What follows belongs to an exercise in optimizing a design on an open flow for a short achievable clock period and few clock cycles per item; a production flow would make more cautious choices.
Only simulation tests tie the RTL to the original design; equivalence was not proved.
No activity file was given, so power comes from the tool's default toggle rates.

==> design/flow/design.v <==
package dcache_geom_pkg;
    localparam int WORD_W     = 32;
    localparam int SETS       = 8;
    localparam int IDX_W      = 3;
    localparam int TAG_W      = 26;
    localparam int WAYS_SLOTS = 16;   
    localparam int SLOT_W     = 4;
    localparam int TAG_HI  = 31;
    localparam int TAG_LO  = 6;
    localparam int IDX_HI  = 5;
    localparam int IDX_LO  = 3;
    localparam int OFS_BIT = 2;
    localparam int FRAME_W  = 2 + TAG_W + 2 * WORD_W;
    localparam int F_VALID  = FRAME_W - 1;
    localparam int F_DIRTY  = FRAME_W - 2;
    localparam int F_TAG_HI = FRAME_W - 3;
    localparam int F_TAG_LO = 2 * WORD_W;
    localparam int SET_W    = 2 * FRAME_W + 1;
    typedef logic [WORD_W-1:0]  word_t;
    typedef logic [TAG_W-1:0]   tag_t;
    typedef logic [IDX_W-1:0]   idx_t;
    typedef logic [SLOT_W-1:0]  slot_t;   
    typedef logic [FRAME_W-1:0] frame_t;
    typedef logic [SET_W-1:0]   set_t;
    localparam word_t WORD1_OFS = 32'd4;   
    typedef enum logic [2:0] {
        ARR_IDLE, ARR_RD_HIT, ARR_WR_HIT, ARR_FILL0, ARR_FILL1, ARR_WB_DONE
    } arr_op_t;
endpackage
package dcache_bus_pkg;
    typedef logic [31:0] bus_word_t;   
    typedef struct packed {
        logic                   ren;
        logic                   wen;
        bus_word_t              addr;
        bus_word_t              store;
    } dp_req_t;
    typedef struct packed {
        logic                   hit;    
        bus_word_t              load;
        logic                   flushed;
    } dp_rsp_t;
    typedef struct packed {
        logic                   ren;
        logic                   wen;
        bus_word_t              addr;
        bus_word_t              store;
    } mem_req_t;
    typedef struct packed {
        logic                   dwait;   
        bus_word_t              load;
    } mem_rsp_t;
endpackage
`timescale 1ns/10ps
module dcache_lookup(
    input  dcache_geom_pkg::tag_t   tag_i,
    input  logic   offset_i,
    input  dcache_geom_pkg::set_t   set_i,
    output logic   hit_o,
    output logic   hit_way_o,
    output logic   victim_way_o,
    output dcache_geom_pkg::frame_t victim_o,
    output dcache_geom_pkg::word_t  rdata_o
);
    dcache_geom_pkg::frame_t     way0;
    dcache_geom_pkg::frame_t     way1;
    logic [1:0] match;
    assign way0 = set_i[dcache_geom_pkg::FRAME_W:1];
    assign way1 = set_i[dcache_geom_pkg::SET_W-1:dcache_geom_pkg::FRAME_W+1];
    assign match[0] = way0[dcache_geom_pkg::F_VALID] && (way0[dcache_geom_pkg::F_TAG_HI:dcache_geom_pkg::F_TAG_LO] == tag_i);
    assign match[1] = way1[dcache_geom_pkg::F_VALID] && (way1[dcache_geom_pkg::F_TAG_HI:dcache_geom_pkg::F_TAG_LO] == tag_i);
    assign hit_o        = |match;
    assign hit_way_o    = match[1];
    assign victim_way_o = ~set_i[0];   
    assign victim_o     = victim_way_o ? way1 : way0;
    assign rdata_o      = hit_way_o ? (offset_i ? way1[2*dcache_geom_pkg::WORD_W-1:dcache_geom_pkg::WORD_W] : way1[dcache_geom_pkg::WORD_W-1:0])
                                    : (offset_i ? way0[2*dcache_geom_pkg::WORD_W-1:dcache_geom_pkg::WORD_W] : way0[dcache_geom_pkg::WORD_W-1:0]);
endmodule
`timescale 1ns/10ps
module dcache_array(
    input  logic    CLK,
    input  logic    nRST,
    input  dcache_geom_pkg::idx_t    index_i,
    output dcache_geom_pkg::set_t    set_o,
    input  dcache_geom_pkg::slot_t   slot_i,
    output dcache_geom_pkg::frame_t  slot_frame_o,
    input  dcache_geom_pkg::arr_op_t op_i,
    input  logic    way_i,
    input  logic    offset_i,
    input  dcache_geom_pkg::tag_t    tag_i,
    input  dcache_geom_pkg::word_t   wdata_i
);
    logic [2*dcache_geom_pkg::SETS-1:0][dcache_geom_pkg::FRAME_W-1:0] frames;   
    logic [dcache_geom_pkg::SETS-1:0]                mru_q;
    assign set_o        = {frames[{index_i, 1'b1}], frames[{index_i, 1'b0}], mru_q[index_i]};
    assign slot_frame_o = frames[{slot_i[dcache_geom_pkg::IDX_W-1:0], slot_i[dcache_geom_pkg::SLOT_W-1]}];
    for (genvar s = 0; s < dcache_geom_pkg::SETS; s++) begin : g_set
        logic set_sel;
        assign set_sel = (index_i == dcache_geom_pkg::idx_t'(s));
        always_ff @(posedge CLK, negedge nRST) begin
            if (!nRST) begin
                mru_q[s] <= 1'b0;
            end else if (set_sel && (op_i == dcache_geom_pkg::ARR_RD_HIT || op_i == dcache_geom_pkg::ARR_WR_HIT)) begin
                mru_q[s] <= way_i;
            end
        end
        for (genvar w = 0; w < 2; w++) begin : g_way
            dcache_geom_pkg::frame_t frame_q;
            logic   sel;
            assign sel = set_sel && (way_i == w[0]);
            assign frames[s*2+w] = frame_q;
            always_ff @(posedge CLK, negedge nRST) begin
                if (!nRST) begin
                    frame_q <= '0;
                end else if (sel) begin
                    case (op_i)
                        dcache_geom_pkg::ARR_WR_HIT: begin
                            if (offset_i) begin
                                frame_q[2*dcache_geom_pkg::WORD_W-1:dcache_geom_pkg::WORD_W] <= wdata_i;
                            end else begin
                                frame_q[dcache_geom_pkg::WORD_W-1:0] <= wdata_i;
                            end
                            frame_q[dcache_geom_pkg::F_DIRTY] <= 1'b1;
                        end
                        dcache_geom_pkg::ARR_FILL0: begin
                            frame_q[dcache_geom_pkg::WORD_W-1:0] <= wdata_i;
                        end
                        dcache_geom_pkg::ARR_FILL1: begin
                            frame_q[2*dcache_geom_pkg::WORD_W-1:dcache_geom_pkg::WORD_W]  <= wdata_i;
                            frame_q[dcache_geom_pkg::F_VALID]            <= 1'b1;
                            frame_q[dcache_geom_pkg::F_DIRTY]            <= 1'b0;   
                            frame_q[dcache_geom_pkg::F_TAG_HI:dcache_geom_pkg::F_TAG_LO]  <= tag_i;
                        end
                        dcache_geom_pkg::ARR_WB_DONE: begin
                            frame_q[dcache_geom_pkg::F_VALID] <= 1'b0;
                        end
                        default: begin
                        end
                    endcase
                end
            end
        end
    end
endmodule
`timescale 1ns/10ps
module flush_counter(
    input  logic                   CLK,
    input  logic                   nRST,
    input  logic                   advance_i,
    output dcache_geom_pkg::slot_t                  slot_o,
    output logic                   last_o
);
    logic [dcache_geom_pkg::SLOT_W:0] cnt_q;   
    assign slot_o = cnt_q[dcache_geom_pkg::SLOT_W-1:0];
    assign last_o = (cnt_q == (dcache_geom_pkg::SLOT_W+1)'(dcache_geom_pkg::WAYS_SLOTS));
    always_ff @(posedge CLK, negedge nRST) begin
        if (!nRST) begin
            cnt_q <= '0;
        end else if (advance_i) begin
            cnt_q <= cnt_q + 1'b1;
        end
    end
endmodule
`timescale 1ns/10ps
module dcache_ctrl(
    input  logic                      CLK,
    input  logic                      nRST,
    input  logic                      halt_i,
    input  dcache_bus_pkg::dp_req_t   dp_req_i,
    output dcache_bus_pkg::dp_rsp_t   dp_rsp_o,
    input  logic                      hit_i,
    input  logic                      hit_way_i,
    input  logic                      victim_way_i,
    input  dcache_geom_pkg::frame_t   victim_i,
    input  dcache_geom_pkg::word_t    rdata_i,
    input  dcache_geom_pkg::frame_t   slot_frame_i,
    input  dcache_geom_pkg::slot_t    slot_i,
    input  logic                      last_i,
    output logic                      advance_o,
    output dcache_geom_pkg::arr_op_t  op_o,
    output logic                      way_o,
    output dcache_geom_pkg::word_t    wdata_o,
    output dcache_bus_pkg::mem_req_t  mem_req_o,
    input  dcache_bus_pkg::mem_rsp_t  mem_rsp_i
);
    typedef enum logic [3:0] {
        IDLE, CHECK, WB1, WB2, FILL1, FILL2, FLUSH_CHECK, FLUSH_WB1, FLUSH_WB2, DONE
    } state_t;
    state_t state_q;
    state_t state_d;
    logic   req;
    logic   xfer_done;
    dcache_geom_pkg::word_t  blk_base;      
    dcache_geom_pkg::word_t  victim_base;
    dcache_geom_pkg::word_t  slot_base;
    assign req         = dp_req_i.ren || dp_req_i.wen;
    assign xfer_done   = !mem_rsp_i.dwait;
    assign blk_base    = {dp_req_i.addr[dcache_geom_pkg::TAG_HI:dcache_geom_pkg::IDX_LO], 3'b000};
    assign victim_base = {victim_i[dcache_geom_pkg::F_TAG_HI:dcache_geom_pkg::F_TAG_LO], dp_req_i.addr[dcache_geom_pkg::IDX_HI:dcache_geom_pkg::IDX_LO], 3'b000};
    assign slot_base   = {slot_frame_i[dcache_geom_pkg::F_TAG_HI:dcache_geom_pkg::F_TAG_LO], slot_i[dcache_geom_pkg::IDX_W-1:0], 3'b000};
    always_comb begin
        state_d          = state_q;
        op_o             = dcache_geom_pkg::ARR_IDLE;
        way_o            = victim_way_i;
        wdata_o          = mem_rsp_i.load;
        advance_o        = 1'b0;
        mem_req_o        = '0;
        dp_rsp_o.hit     = 1'b0;
        dp_rsp_o.load    = rdata_i;
        dp_rsp_o.flushed = 1'b0;
        case (state_q)
            IDLE: begin
                if (halt_i) begin
                    state_d = FLUSH_CHECK;
                end else if (req && hit_i) begin
                    dp_rsp_o.hit = 1'b1;
                    op_o    = dp_req_i.wen ? dcache_geom_pkg::ARR_WR_HIT : dcache_geom_pkg::ARR_RD_HIT;
                    way_o   = hit_way_i;
                    wdata_o = dp_req_i.store;
                end else if (req) begin
                    state_d = CHECK;
                end
            end
            CHECK: begin
                state_d = (victim_i[dcache_geom_pkg::F_VALID] && victim_i[dcache_geom_pkg::F_DIRTY]) ? WB1 : FILL1;
            end
            WB1, WB2: begin
                mem_req_o.wen   = 1'b1;
                mem_req_o.addr  = (state_q == WB2) ? (victim_base | dcache_geom_pkg::WORD1_OFS) : victim_base;
                mem_req_o.store = (state_q == WB2) ? victim_i[2*dcache_geom_pkg::WORD_W-1:dcache_geom_pkg::WORD_W] : victim_i[dcache_geom_pkg::WORD_W-1:0];
                if (xfer_done) begin
                    state_d = (state_q == WB2) ? FILL1 : WB2;
                    op_o    = (state_q == WB2) ? dcache_geom_pkg::ARR_WB_DONE : dcache_geom_pkg::ARR_IDLE;
                end
            end
            FILL1, FILL2: begin
                mem_req_o.ren  = 1'b1;
                mem_req_o.addr = (state_q == FILL2) ? (blk_base | dcache_geom_pkg::WORD1_OFS) : blk_base;
                if (xfer_done) begin
                    state_d = (state_q == FILL2) ? IDLE : FILL2;   
                    op_o    = (state_q == FILL2) ? dcache_geom_pkg::ARR_FILL1 : dcache_geom_pkg::ARR_FILL0;
                end
            end
            FLUSH_CHECK: begin
                if (last_i) begin
                    state_d = DONE;
                end else if (slot_frame_i[dcache_geom_pkg::F_VALID] && slot_frame_i[dcache_geom_pkg::F_DIRTY]) begin
                    state_d = FLUSH_WB1;
                end else begin
                    advance_o = 1'b1;   
                end
            end
            FLUSH_WB1, FLUSH_WB2: begin
                mem_req_o.wen   = 1'b1;
                mem_req_o.addr  = (state_q == FLUSH_WB2) ? (slot_base | dcache_geom_pkg::WORD1_OFS) : slot_base;
                mem_req_o.store = (state_q == FLUSH_WB2) ? slot_frame_i[2*dcache_geom_pkg::WORD_W-1:dcache_geom_pkg::WORD_W]
                                                         : slot_frame_i[dcache_geom_pkg::WORD_W-1:0];
                if (xfer_done) begin
                    state_d   = (state_q == FLUSH_WB2) ? FLUSH_CHECK : FLUSH_WB2;
                    advance_o = (state_q == FLUSH_WB2);
                end
            end
            DONE: begin
                dp_rsp_o.flushed = 1'b1;   
            end
            default: begin
                state_d = IDLE;
            end
        endcase
    end
    always_ff @(posedge CLK, negedge nRST) begin
        if (!nRST) begin
            state_q <= IDLE;
        end else begin
            state_q <= state_d;
        end
    end
endmodule
`timescale 1ns/10ps
module dcache(
    input  logic                     CLK,
    input  logic                     nRST,
    input  logic                     halt_i,
    input  dcache_bus_pkg::dp_req_t  dp_req_i,
    output dcache_bus_pkg::dp_rsp_t  dp_rsp_o,
    output dcache_bus_pkg::mem_req_t mem_req_o,
    input  dcache_bus_pkg::mem_rsp_t mem_rsp_i
);
    dcache_geom_pkg::set_t    cur_set;
    dcache_geom_pkg::frame_t  victim;
    dcache_geom_pkg::frame_t  slot_frame;
    dcache_geom_pkg::word_t   rdata;
    dcache_geom_pkg::word_t   wdata;
    dcache_geom_pkg::slot_t   slot;
    dcache_geom_pkg::arr_op_t op;
    logic    hit;
    logic    hit_way;
    logic    victim_way;
    logic    way;
    logic    last;
    logic    advance;
    dcache_ctrl u_ctrl (
        .CLK, .nRST, .halt_i, .dp_req_i, .dp_rsp_o,
        .hit_i(hit), .hit_way_i(hit_way), .victim_way_i(victim_way), .victim_i(victim),
        .rdata_i(rdata), .slot_frame_i(slot_frame), .slot_i(slot), .last_i(last),
        .advance_o(advance), .op_o(op), .way_o(way), .wdata_o(wdata),
        .mem_req_o, .mem_rsp_i
    );
    flush_counter u_flush_cnt (
        .CLK, .nRST, .advance_i(advance), .slot_o(slot), .last_o(last)
    );
    dcache_lookup u_lookup (
        .tag_i(dp_req_i.addr[dcache_geom_pkg::TAG_HI:dcache_geom_pkg::TAG_LO]), .offset_i(dp_req_i.addr[dcache_geom_pkg::OFS_BIT]),
        .set_i(cur_set), .hit_o(hit), .hit_way_o(hit_way),
        .victim_way_o(victim_way), .victim_o(victim), .rdata_o(rdata)
    );
    dcache_array u_array (
        .CLK, .nRST, .index_i(dp_req_i.addr[dcache_geom_pkg::IDX_HI:dcache_geom_pkg::IDX_LO]), .set_o(cur_set),
        .slot_i(slot), .slot_frame_o(slot_frame), .op_i(op), .way_i(way),
        .offset_i(dp_req_i.addr[dcache_geom_pkg::OFS_BIT]), .tag_i(dp_req_i.addr[dcache_geom_pkg::TAG_HI:dcache_geom_pkg::TAG_LO]),
        .wdata_i(wdata)
    );
endmodule
`timescale 1ns/10ps
module dcache_top (
    input  logic        CLK,
    input  logic        nRST,
    input  logic        halt_i,
    input  logic        dp_ren_i,
    input  logic        dp_wen_i,
    input  logic [31:0] dp_addr_i,
    input  logic [31:0] dp_store_i,
    output logic        dp_hit_o,
    output logic [31:0] dp_load_o,
    output logic        dp_flushed_o,
    output logic        mem_ren_o,
    output logic        mem_wen_o,
    output logic [31:0] mem_addr_o,
    output logic [31:0] mem_store_o,
    input  logic        mem_dwait_i,
    input  logic [31:0] mem_load_i
);
    dcache_bus_pkg::dp_req_t  dp_req;
    dcache_bus_pkg::dp_rsp_t  dp_rsp;
    dcache_bus_pkg::mem_req_t mem_req;
    dcache_bus_pkg::mem_rsp_t mem_rsp;
    assign dp_req.ren    = dp_ren_i;
    assign dp_req.wen    = dp_wen_i;
    assign dp_req.addr   = dp_addr_i;
    assign dp_req.store  = dp_store_i;
    assign mem_rsp.dwait = mem_dwait_i;
    assign mem_rsp.load  = mem_load_i;
    assign dp_hit_o     = dp_rsp.hit;
    assign dp_load_o    = dp_rsp.load;
    assign dp_flushed_o = dp_rsp.flushed;
    assign mem_ren_o    = mem_req.ren;
    assign mem_wen_o    = mem_req.wen;
    assign mem_addr_o   = mem_req.addr;
    assign mem_store_o  = mem_req.store;
    dcache u_dcache (
        .CLK, .nRST, .halt_i,
        .dp_req_i(dp_req), .dp_rsp_o(dp_rsp),
        .mem_req_o(mem_req), .mem_rsp_i(mem_rsp)
    );
endmodule
==> design/flow/run.sh <==
#!/bin/bash
# synth_recipe.tcl (not shown) runs the flow's synth.tcl, then flattens the netlist and writes it again
# the make line also repeats each setting of config.mk as NAME=value (left out here)
make -C /OpenROAD-flow-scripts/flow DESIGN_CONFIG=/design/flow/config.mk WORK_HOME=/design/flow/orfs CLKGATE_MAP_FILE= SYNTH_SCRIPT=/design/flow/synth_recipe.tcl finish
==> design/flow/config.mk <==
export PLATFORM = sky130hd
export DESIGN_NAME = dcache_top
export DESIGN_NICKNAME = dcache_top
export VERILOG_FILES = /design/flow/design.v
export SDC_FILE = /design/flow/constraint.sdc
export NUM_CORES = 4
export LEC_CHECK = 0
export CAP_MARGIN = 20
export CORE_MARGIN = 2
export CORE_UTILIZATION = 40
export PLACE_DENSITY = 0.6
export SETUP_SLACK_MARGIN = 0.4
export SLEW_MARGIN = 20
==> design/flow/constraint.sdc <==
create_clock -name core_clock -period 7.0 [get_ports {CLK}]
set_input_delay 1.4000 -clock core_clock [delete_from_list [all_inputs] [get_ports {CLK}]]
set_output_delay 1.4000 -clock core_clock [all_outputs]
set_load 0.01 [all_outputs]
==> metrics.yaml <==
outcome:
  status: "complete, no violations"
sta:
  period_minus_slack_ns: 6.55
  hold_ws_ns: 0.475
  finalSetupViolations: 0
  finalHoldViolations: 0
  slew_viol_final: 0
  fmax_ghz: 0.153
  setup_ws_ns: 0.452
  skew_ns: 0.0671
  tns_ns: 0
  rsz0062_at_grt: "yes"
  worstMarginPinSlew_ns: 1.13
  post-route-period-util: 0.935
  worst_slew_margin_rel: 0.244
floorplanning:
  die_w_um: 460
  io-pin-count: 202
  start_util: 0.402
  num_rows: 167
  die-height_um: 460
  die-area_um2: 212000
  core_area_um2: 207000
pwr:
  power.density_nw_per_um2: 296
  ir_drop_mv: 0.341
  total_power_mw: 28.1
  power_leakage_nw: 42.4
critical_path:
  cp_top_family: "buffers and inverters"
  cp-end-kind: "primary output"
  critPathRequiredTime_ns: 5.60
  critPathBufInv: 6
  start_kind: "primary input"
  crit_path_top_delay_cell: "clkdlybuf4s50_1"
  setup.worst_path.class: "primary input to primary output"
  critPathMaxFanout: 21
  cp.arrival_ns: 5.15
  cp_cell_sequence: "buf_16 > buf_4 > mux4_2 > o21ai_1 > xor2_2 > nand3_1 > nor4_1 > buf_4 > nand2_4 > buf_12 > mux4_2 > inv_1 > clkdlybuf4s50_1"
  critPathMaxStageDelay_ns: 0.58
synth:
  yosysWarnings: 3
  ys.flop_type: "dfrtp_1"
  syn-cell-area_um2: 83300
  synthCells: 5632
  avgSynthCellArea_um2: 14.8
  synthDistinctLibCells: 85
  ys_ff_latch: 1489
  ys_seq_area_frac: 0.447
  synth_edf_count: 0
  async_flop_share: 1.00
placement:
  dp_hpwl_um: 156000
  port_buffers: 197
  placed_cells: 8302
  place_ws_ns: 0.0136
  gp_congestion: 0.880
layout:
  filler_cell_count: 18100
  finalNetCount: 5792
  mostFrequentLayoutCell: "dfrtp_1"
  instances_no_fill: 8616
  final_cell_mix: "1484 x dfrtp_1, 1261 x mux2_2, 784 x mux4_2"
  area_growth_syn_to_layout_pct: 14.0
  drive_above_1_share: 0.477
route:
  first_pass_iters: 5
  routed_via_density: 6.23
  ant_nets: 0
  drt_iter0_drc: 5435
  num_vias: 53700
  wirelength_um: 264000
  wl_per_cell_um: 30.6
  drc: 0
clocking:
  cts_sinks: 1489
  cts_buffers: 168
  cts_tree: "yes"
  cts.clk_slew.worst_paths_ns: 0.06
  clk_latency_ns: 0.85
  clk_path_buf_depth: 3
  htreeDepth: 4
  clock-root-buffer: "clkbuf_16"
global_routing:
  groute.usage.overall: 0.249
  gr-total-overflow: 0
  antenna_found_initial: 9
  grt_pass1_wl_um: 389000
  grt_max_degree: 169
  grt_pass1_vias: 55700
worst_hold_path:
  hp-class: "register to register"
flow_run:
  cap_violations: 0
==> cell usage after synthesis, types with 40 or more instances <==
master	n	area share
dfrtp_1	1489	0.45
mux2_2	1261	0.17
mux4_2	784	0.21
nand2_1	363	0.016
clkbuf_1	300	0.014
mux2_1	188	0.025
mux2i_1	127	0.015
buf_2	96	0.0058
buf_1	95	0.0043
mux2_4	83	0.015
nor2_1	70	0.0032
o21ai_0	70	0.0042
buf_4	60	0.0054
o22ai_1	43	0.0032
buf_6	40	0.0054
==> timing repair <==
item | in CTS | in global routing
pin swaps | 1 | 3
endpoints found under the setup margin | 45 | 51
gates cloned | 0 | 1
setup buffers | 1 | 2
resized for setup | 10 | 16
hold buffers | 0 | 0
==> through the flow <==
stage | instance area (µm²) | util
2_1_floorplan | 83300 | -
3_3_place_gp | 89200 | 0.431
3_5_place_dp | 89200 | 0.431
4_1_cts | 94900 | 0.458
5_1_grt | 95000 | 0.459
6_report | 95000 | 0.459
==> report_power, final <==
part / switching [mW] / internal [mW]
clock network: 3.83 / 5.18
logic: 3.67 / 3.84
registers: 1.44 / 10.1
==> registers in the layout (all words and copies together), names as in the netlist <==
name	flops
u_dcache.u_array.mru_q	8
u_dcache.u_array.g_set.g_way.frame_q	1472
u_dcache.u_flush_cnt.cnt_q	5
u_dcache.u_ctrl.state_q	4
==> cells by family after synthesis <==
logic type / share of synthesized area
mux: 0.438
flops: 0.447
simple gates: 0.0401
buf+inv: 0.0372
compound gates: 0.0330
xor+xnor: 0.00420
fa+ha+maj: 0.000300
other cells: 0.0000450
==> final timing paths <==
kind / from / end / slack (ns) / cells after the start
min in group asynchronous: nRST / u_dcache.u_array.g_set[1].g_way[0].frame_q[75] / 0.55 / 1
setup / recovery: dp_addr_i[4] / dp_load_o[19] / 0.45 / 13
hold / removal: u_dcache.u_flush_cnt.cnt_q[4] / u_dcache.u_flush_cnt.cnt_q[4] / 0.47 / 1
setup reg to reg: u_dcache.u_array.g_set[6].g_way[1].frame_q[73] / u_dcache.u_array.g_set[4].g_way[1].frame_q[48] / 2.14 / 12
hold reg to reg: u_dcache.u_flush_cnt.cnt_q[4] / u_dcache.u_flush_cnt.cnt_q[4] / 0.47 / 1
max in group asynchronous: nRST / u_dcache.u_array.g_set[4].g_way[1].frame_q[48] / 4.75 / 3
==> final cells by class <==
type | instances | area, µm² | share of cell area
clock inverters | 44 | 692 | 0.00728
clock buffers | 259 | 4970 | 0.0523
diodes | 7 | 17.5 | 0.000184
multi-input cells | 3518 | 43200 | 0.455
flip-flops and latches | 1489 | 37300 | 0.392
well taps | 2788 | 3490 | 0.0367
repair buffers | 485 | 5210 | 0.0549
inverters | 26 | 105 | 0.00111
==> metal layers <==
metal	track usage	routed length (µm)
met1	0.338	110000
met2	0.392	124000
met3	0.0552	20100
met4	0.0902	9920
met5	0	0
Testbench counts, summed over its fixed seeds: cycles 22,253, requests 4,800.

-- separate check: timing with driven ports --
The flow's constraints put no driver on any port. The routed layout listed below was extracted and timed again, unchanged, in two steps.
Step 1: set_driving_cell puts a clkbuf_16 on CLK and a buf_2 on each other input, an assumption about the parent block.
Step 2 adds t to the input delays and takes it off the output delays; t is the mean of the earliest and latest rising clock arrival at the registers after step 1. Input paths then give back, and output paths get back, about the clock's delay inside the block.
Three values: ideal ports, drivers, drivers and shift; two values: the first two.
shift t [ns]: 0.905
slack for setup (ns): 0.452 / 0.242 / 0.058
latest minus earliest clock arrival (ns): 0.067 / 0.067
worst register clock-pin slew, ns: 0.07 / 0.07
cell pins on the clock port's net: 1
After both steps setup and hold are still met in this run. The setup slack of this run moves by -0.210 ns with the drivers and by -0.394 ns with both steps.
